From an optimization exercise on the open Yosys and OpenROAD flow, aimed at a short achievable clock period and few clock cycles per item; shortcuts taken in it are not production practice.
The RTL was checked by simulation tests, not by an equivalence proof against the original design.

Setup of main:
==> flow/design.v <==
`default_nettype none
package memGeometryPkg;
	localparam int addrWidth = 32;                       
	localparam int wordWidth = 32;                       
	localparam int byteWidth = 8;                        
	localparam int memBytes = 256;                       
	localparam int laneCount = wordWidth / byteWidth;    
	localparam int bankDepth = memBytes / laneCount;     
	localparam int bankAddrWidth = $clog2(bankDepth);    
	typedef logic [wordWidth-1:0] word_t;                
	typedef logic [bankAddrWidth-1:0] bankAddr_t;        
endpackage
`default_nettype wire
`default_nettype none
package memAccessPkg;
	typedef logic [2:0] memSize_t;
	localparam memSize_t sizeByte = 3'b000;      
	localparam memSize_t sizeHalf = 3'b001;      
	localparam memSize_t sizeWord = 3'b010;      
	localparam memSize_t sizeByteS = 3'b100;     
	localparam memSize_t sizeHalfS = 3'b101;     
	typedef enum logic [1:0] {
		accessByte,                              
		accessHalf,                              
		accessWord                               
	} accessWidth_t;
	typedef logic [3:0] byteEn_t;
endpackage
`default_nettype wire
`timescale 1ns/1ps
`default_nettype none
import memGeometryPkg::*;
import memAccessPkg::*;
module accessDecode (
	input wire logic mov,
	input wire logic readWrite,
	input wire memAccessPkg::memSize_t memSize,
	input wire logic [memGeometryPkg::addrWidth-1:0] extAddress,
	input wire memGeometryPkg::word_t dataIn,
	output logic storeEn,
	output logic [3:0] laneEn,                   
	output memGeometryPkg::word_t laneData,
	output memAccessPkg::accessWidth_t width,
	output logic sgn,
	output logic rdOk,
	output logic err
);
	logic isByte, isHalf, isWord, valid;
	always_comb begin
		isByte = memSize[1:0] == 2'b00;
		isHalf = memSize[1:0] == 2'b01;
		isWord = memSize == sizeWord;
		valid = isByte || isHalf || isWord;
		err = !valid;
		rdOk = readWrite && valid;
		sgn = memSize[2];
		width = isWord ? accessWord : isHalf ? accessHalf : accessByte;
		storeEn = mov && !readWrite && valid;
		laneEn[3] = isWord || (isHalf && !extAddress[1]) || (isByte && extAddress[1:0] == 2'd0);
		laneEn[2] = isWord || (isHalf && !extAddress[1]) || (isByte && extAddress[1:0] == 2'd1);
		laneEn[1] = isWord || (isHalf && extAddress[1]) || (isByte && extAddress[1:0] == 2'd2);
		laneEn[0] = isWord || (isHalf && extAddress[1]) || (isByte && extAddress[1:0] == 2'd3);
		laneData[31:24] = isWord ? dataIn[31:24] : isHalf ? dataIn[15:8] : dataIn[7:0];
		laneData[23:16] = isWord ? dataIn[23:16] : dataIn[7:0];
		laneData[15:8] = (isWord || isHalf) ? dataIn[15:8] : dataIn[7:0];
		laneData[7:0] = dataIn[7:0];
	end
endmodule
`default_nettype wire
`timescale 1ns/1ps
`default_nettype none
import memGeometryPkg::*;
module byteLaneRam (
	input wire logic CLK,
	input wire logic storeEn,
	input wire logic [3:0] laneEn,               
	input wire logic [7:0] addr,
	input wire logic half,                       
	input wire memGeometryPkg::word_t laneData,
	output memGeometryPkg::word_t readWord,
	output logic signBit
);
	logic [wordWidth-1:0] words [bankDepth];
	logic [bankDepth-1:0] rowHit;
	logic wrPend;                                
	logic [5:0] wrRow;
	logic [3:0] wrLane;
	memGeometryPkg::word_t wrData;
	always_ff @(posedge CLK) begin
		wrPend <= storeEn;
		if (storeEn) begin
			wrRow <= addr[7:2];
			wrLane <= laneEn;
			wrData <= laneData;
		end
	end
	logic [3:0] signLane;
	memGeometryPkg::word_t signWord;
	always_comb begin
		for (int w = 0; w < bankDepth; w++) rowHit[w] = addr[7:2] == 6'(w);
		for (int l = 0; l < laneCount; l++) signLane[l] = half ? l == {addr[1], 1'b0} : l == addr[1:0];
	end
	always_ff @(posedge CLK) begin
		for (int w = 0; w < bankDepth; w++) begin
			for (int l = 0; l < laneCount; l++) begin
				if (wrPend && wrRow == 6'(w) && wrLane[l]) begin
					words[w][l*byteWidth +: byteWidth] <= wrData[l*byteWidth +: byteWidth];
				end
			end
		end
	end
	always_comb begin
		readWord = '0;
		signBit = 1'b0;
		for (int w = 0; w < bankDepth; w++) begin
			readWord = readWord | (words[w] & {wordWidth{rowHit[w]}});
			for (int l = 0; l < laneCount; l++) begin
				signBit = signBit | (words[w][wordWidth - 1 - l*byteWidth] & rowHit[w] & signLane[l]);
			end
		end
	end
endmodule
`default_nettype wire
`timescale 1ns/1ps
`default_nettype none
import memGeometryPkg::*;
module loadFormat (
	input wire logic [3:0][byteWidth-1:0] term0N,
	input wire logic [1:0][byteWidth-1:0] term1N,
	input wire logic [byteWidth-1:0] term2N,
	input wire logic [byteWidth-1:0] term3N,
	input wire logic ext1N,
	input wire logic ext23N,
	output memGeometryPkg::word_t dataOut
);
	always_comb begin
		dataOut[7:0] = ~(term0N[0] & term0N[1] & term0N[2] & term0N[3]);
		dataOut[15:8] = ~(term1N[0] & term1N[1] & {byteWidth{ext1N}});
		dataOut[23:16] = ~(term2N & {byteWidth{ext23N}});
		dataOut[31:24] = ~(term3N & {byteWidth{ext23N}});
	end
endmodule
`default_nettype wire
`timescale 1ns/1ps
`default_nettype none
import memGeometryPkg::*;
import memAccessPkg::*;
module memSubsystem (
	input wire logic CLK,
	input wire logic rstN,
	input wire logic mov,
	input wire logic readWrite,
	input wire memAccessPkg::memSize_t memSize,
	input wire logic [memGeometryPkg::addrWidth-1:0] extAddress,
	input wire memGeometryPkg::word_t dataIn,
	input wire logic mocOff,
	output logic moc,
	output memGeometryPkg::word_t dataOut,
	output logic sizeError
);
	logic accept;                                
	logic storeEn;                               
	logic [laneCount-1:0] laneEn;                
	memGeometryPkg::word_t laneData;             
	memGeometryPkg::word_t readWord;             
	logic signBit;                               
	memAccessPkg::accessWidth_t width;
	logic sgn;
	logic rdOk;
	logic err;
	logic [3:0] pick0, pick1;                    
	logic pickWord;                              
	logic ext1Next;                              
	logic ext23Next;                             
	logic [3:0][byteWidth-1:0] term0N;
	logic [1:0][byteWidth-1:0] term1N;
	logic [byteWidth-1:0] term2N, term3N;
	logic ext1N, ext23N;
	assign accept = mov && !moc && rstN;
	accessDecode uDecode (
		.mov(accept),
		.readWrite(readWrite),
		.memSize(memSize),
		.extAddress(extAddress),
		.dataIn(dataIn),
		.storeEn(storeEn),
		.laneEn(laneEn),
		.laneData(laneData),
		.width(width),
		.sgn(sgn),
		.rdOk(rdOk),
		.err(err)
	);
	byteLaneRam uRam (
		.CLK(CLK),
		.storeEn(storeEn),
		.laneEn(laneEn),
		.addr(extAddress[7:0]),
		.half(width == accessHalf),
		.laneData(laneData),
		.readWord(readWord),
		.signBit(signBit)
	);
	always_comb begin
		for (int l = 0; l < laneCount; l++) begin
			pick0[l] = rdOk && (width == accessWord ? l == 3
				: width == accessHalf ? l == {extAddress[1], 1'b1}
				: l == extAddress[1:0]);
			pick1[l] = rdOk && (width == accessWord ? l == 2
				: width == accessHalf ? l == {extAddress[1], 1'b0}
				: 1'b0);
		end
		pickWord = rdOk && width == accessWord;
		ext1Next = rdOk && sgn && width == accessByte && signBit;
		ext23Next = rdOk && sgn && width != accessWord && signBit;
	end
	always_ff @(posedge CLK or negedge rstN) begin
		if (!rstN) begin
			moc <= 1'b0;
		end else if (moc) begin
			moc <= !mocOff;
		end else begin
			moc <= accept;
		end
	end
	always_ff @(posedge CLK) begin
		if (!moc) begin
			for (int l = 0; l < laneCount; l++) begin
				term0N[l] <= ~(readWord[wordWidth - 1 - l*byteWidth -: byteWidth] & {byteWidth{pick0[l]}});
			end
			term1N[0] <= ~(readWord[31:24] & {byteWidth{pick1[0]}});
			term1N[1] <= ~(readWord[15:8] & {byteWidth{pick1[2]}});
			term2N <= ~(readWord[23:16] & {byteWidth{pickWord}});
			term3N <= ~(readWord[31:24] & {byteWidth{pickWord}});
			ext1N <= !ext1Next;
			ext23N <= !ext23Next;
			sizeError <= err;
		end
	end
	loadFormat uFormat (
		.term0N(term0N),
		.term1N(term1N),
		.term2N(term2N),
		.term3N(term3N),
		.ext1N(ext1N),
		.ext23N(ext23N),
		.dataOut(dataOut)
	);
endmodule
`default_nettype wire
==> flow/config.mk <==
export PLATFORM = sky130hd
export DESIGN_NAME = memSubsystem
export DESIGN_NICKNAME = memSubsystem
export VERILOG_FILES = /design/flow/design.v
export SDC_FILE = /design/flow/constraint.sdc
export NUM_CORES = 4
export LEC_CHECK = 0
export ABC_CLOCK_PERIOD_IN_PS = 2000
export CAP_MARGIN = 20
export CORE_MARGIN = 2
export CORE_UTILIZATION = 50
export PLACE_DENSITY = 0.65
export SETUP_SLACK_MARGIN = 1.9
export SLEW_MARGIN = 20
==> flow/constraint.sdc <==
create_clock -name core_clock -period 4.5 [get_ports {CLK}]
set_input_delay 0.9000 -clock core_clock [delete_from_list [all_inputs] [get_ports {CLK}]]
set_output_delay 0.9000 -clock core_clock [all_outputs]
set_load 0.01 [all_outputs]
run.sh (not shown) runs the stock make flow with config.mk's settings and CLKGATE_MAP_FILE= SYNTH_SCRIPT=/design/flow/synth_recipe.tcl, a recipe that flattens the netlist after the stock synthesis.
Testbench counts of main, summed over its fixed seeds: cycles 9,600, items 4,800.
--- input diff main..the feature branch ---
--- a/flow/config.mk
+++ b/flow/config.mk
@@ -9,6 +9,6 @@
 export CAP_MARGIN = 20
 export CORE_MARGIN = 2
-export CORE_UTILIZATION = 50
-export PLACE_DENSITY = 0.65
-export SETUP_SLACK_MARGIN = 1.9
+export CORE_UTILIZATION = 60
+export PLACE_DENSITY = 0.72
+export SETUP_SLACK_MARGIN = 2.1
 export SLEW_MARGIN = 20
Findings:
- The feature branch: no failed stages, no open violations at the end
- [compare] base=main new=the feature branch: utilization of the core after routing moved up; worst slack at placement moved down; total of max-cap violations level; post-layout instance count excluding filler cells moved down.
- Of the two values seen for highest-delay cell along the critical path, nor2_4 was produced by the feature branch and and2_2 by main.

port drivers added, routing unchanged:
How much do the figures lean on ideal ports? The routed layouts below were timed once more, with nothing changed but the port constraints. Step 1, drivers: a clkbuf_16 drives CLK and a buf_2 each remaining input, both assumed. Step 2 moves the port delays by t, midway between the first and last clock arrival at a register: inputs arrive t later, outputs are due t later. That takes back most of the time a late clock gives input paths. Slacks: ideal / step 1 / step 2; pairs: ideal / step 1.
run	t, ns	setup WS [ns]	worst setup path after step 2
main	0.938	1.694 / 1.694 / 0.791	input to register
the feature branch	0.956	1.703 / 1.672 / 0.715	input to register
After both steps setup and hold are still met in every run listed. For the feature branch, which loses most, drivers alone change the setup slack by -0.031 ns; drivers and shift together by -0.988 ns.
